Background: an optimization exercise with open tools, aiming at small area, a short achievable clock period and few clock cycles per item. Do not read the settings as production practice. In this exercise RTL edits were held to simulation tests only and were not proved equivalent to the original. No activity file was given, so power comes from the tool's default toggle rates.

P:
// variable_partition_allocator
module variable_partition_allocator (
    input  wire logic                            clk,
    input  wire logic                            rst_n,
    input  wire logic                            cfg_wen,
    input  wire logic [vpa_pkg::CFG_IDX_W-1:0]   cfg_index,
    input  wire logic [vpa_pkg::PART_W-1:0]      cfg_data,
    input  wire logic                            req_valid,
    output logic                                 req_ready,
    input  wire vpa_pkg::req_t                   req_data,
    output logic                                 rsp_valid,
    input  wire logic                            rsp_ready,
    output vpa_pkg::rsp_t                        rsp_data
);
Settings: LEC_CHECK=0, ABC_AREA=1, CAP_MARGIN=20, CORE_MARGIN=2, CORE_UTILIZATION=30, PLACE_DENSITY=0.4, SETUP_SLACK_MARGIN=0.6, SLEW_MARGIN=20, TNS_END_PERCENT=100; clock period 8.0 ns.
run.sh (not shown) runs the stock make flow with config.mk's settings and CLKGATE_MAP_FILE= SYNTH_SCRIPT=/design/flow/synth_recipe.tcl, a recipe that flattens the netlist after the stock synthesis.
P closes out successfully: all stages finished, all timing, DRC and antenna checks passed.
Testbench counts of P, summed over its fixed seeds: cycles 6,344, items 3,200.
For Q, these inputs were changed with respect to P:
--- a/flow/config.mk
+++ b/flow/config.mk
@@ -12,4 +12,3 @@
 export PLACE_DENSITY = 0.4
-export SETUP_SLACK_MARGIN = 0.6
+export SETUP_SLACK_MARGIN = 1.5
 export SLEW_MARGIN = 20
-export TNS_END_PERCENT = 100
Findings:
Diff Q..P | setup slack at placement | negligible
Cell area | Q vs P | Q larger
Compared with P, in Q least setup slack across all paths after layout higher; clock network power share went down 0.6 points; sequential share of power lost 0.7 points; share of power burned in combinational logic increased 1.3 points; share of the core filled with cells climbed 1.2 points.
Global routing usage summed across all routing layers for Q is higher than for P.
Comparing the two runs side by side, Q comes out behind P on net switching component of the power.
Reported for Q and P, number of cells on the critical path turned out identical to the last digit.
### Q -> R
--- a/flow/config.mk
+++ b/flow/config.mk
@@ -12,3 +12,3 @@
 export PLACE_DENSITY = 0.4
-export SETUP_SLACK_MARGIN = 1.5
+export SETUP_SLACK_MARGIN = 2.0
 export SLEW_MARGIN = 20
Findings:
Taking Q over R, the leakage dissipation ratio works out to 0.934. Compared with Q, R shows number of buffers inserted by post-CTS setup repair that has gone up by more than 100%. On wire length after detailed routing: between Q and R, it ends up higher for R. R vs Q — global-route usage rose 0.87 points. STATUS run=R STAGES=ALL_DONE FINAL_CHECKS=FAILED CAUSE=max-capacitance violations, max-slew violations. When the final numbers for Q and R were put side by side, the count of clock-buffer cells in the layout turned out to be greater in Q. When R is measured against Q, its power turns out about 6.5% higher. The final reports for R and Q show final cell count without fillers higher in the former. On buffer count excluding the clock tree in the final layout: R sits above Q.
--- input diff R..S ---
--- a/flow/config.mk
+++ b/flow/config.mk
@@ -7,8 +7,7 @@
 export LEC_CHECK = 0
-export ABC_AREA = 1
 export CAP_MARGIN = 20
 export CORE_MARGIN = 2
-export CORE_UTILIZATION = 30
-export PLACE_DENSITY = 0.4
-export SETUP_SLACK_MARGIN = 2.0
+export CORE_UTILIZATION = 35
+export MIN_ROUTING_LAYER = met2
+export PLACE_DENSITY = 0.45
 export SLEW_MARGIN = 20
## What came out
Of R and S, only S never reached the final stage.
S: it failed with a tool error in 5_1_grt, so there are no final results.
To summarise R: no stage aborted, but the layout did not pass its checks, failing on max-capacitance violations, max-slew violations.
Placement-stage worst setup slack: higher on S
[compare] base=R new=S: overall die height lower; synthesized cell count lower; number of nets produced by synthesis lower.

Setup of job 101:
variable_partition_allocator again, from the RTL that the note above started with.
## variable_partition_allocator
module variable_partition_allocator (
    input  wire logic                            clk,
    input  wire logic                            rst_n,
    input  wire logic                            cfg_wen,
    input  wire logic [vpa_pkg::CFG_IDX_W-1:0]   cfg_index,
    input  wire logic [vpa_pkg::PART_W-1:0]      cfg_data,
    input  wire logic                            req_valid,
    output logic                                 req_ready,
    input  wire vpa_pkg::req_t                   req_data,
    output logic                                 rsp_valid,
    input  wire logic                            rsp_ready,
    output vpa_pkg::rsp_t                        rsp_data
);
make LEC_CHECK=0 ABC_AREA=1 CAP_MARGIN=20 CORE_MARGIN=2 CORE_UTILIZATION=30 PLACE_DENSITY=0.4 SETUP_SLACK_MARGIN=0.3 SLEW_MARGIN=20 finish   # period 8.0 ns
Testbench counts of job 101, summed over its fixed seeds: cycles 6,344, items 3,200.
Edits applied to the flow inputs when going from job 101 to job 102:
# job 101
export LEC_CHECK = 0
export ABC_AREA = 1
export CAP_MARGIN = 20
export CORE_MARGIN = 2
export CORE_UTILIZATION = 30
export PLACE_DENSITY = 0.4
export SETUP_SLACK_MARGIN = 0.3
export SLEW_MARGIN = 20
create_clock -name core_clock -period 8.0 [get_ports {clk}]
# job 102
export LEC_CHECK = 0
export ABC_AREA = 1
export CAP_MARGIN = 20
export CORE_MARGIN = 2
export CORE_UTILIZATION = 30
export PLACE_DENSITY = 0.4
export SETUP_SLACK_MARGIN = 1.0
export SLEW_MARGIN = 20
create_clock -name core_clock -period 8.0 [get_ports {clk}]
--- outcome ---
In summary, job 101 completed successfully, with a layout that passed the timing, design-rule and antenna checks. Job 102 reached the final stage; the timing, design-rule and antenna checks on its layout passed. Sort job 101 and job 102 by utilization desc -> top: job 102. Job 102 vs job 101, diode insertion count for antenna repair went down by 1. Between job 101 and job 102, the logic gate share of total power is higher for job 102. Critical path depth came out exactly the same in job 101 and job 102. According to the power report, total power for job 102 is higher than for job 101.

## static timing again, ports no longer ideal
How much do the figures lean on ideal ports? The routed layouts below were timed once more, with nothing changed but the port constraints. Step 1 sets driving cells, clkbuf_16 on the clock port and buf_2 on the other inputs (assumed; they add their load-dependent delay and slew). Step 2 times the ports against the registers' clock, not the clock port: input delays grow and output delays shrink by t, the midpoint of the rising clock arrivals with the driver on. Three values: ideal ports, drivers, drivers and shift; two values: the first two.
| run | t (ns) | slack for setup (ns) | worst setup path after step 2 | worst slew at a driven data input, ns | cell pins on the clock port's net |
|---|---|---|---|---|---|
| P | 0.857 | 0.686 / 0.686 / 0.686 | register to register | 0.04 | 1 |
| Q | 0.861 | 1.376 / 1.376 / 1.376 | register to register | 0.04 | 1 |
| R | 0.884 | 1.307 / 1.307 / 1.307 | register to register | 0.04 | 1 |
| job 101 | 0.857 | 0.521 / 0.521 / 0.521 | register to register | 0.04 | 1 |
| job 102 | 0.861 | 1.146 / 1.146 / 1.146 | register to register | 0.04 | 1 |
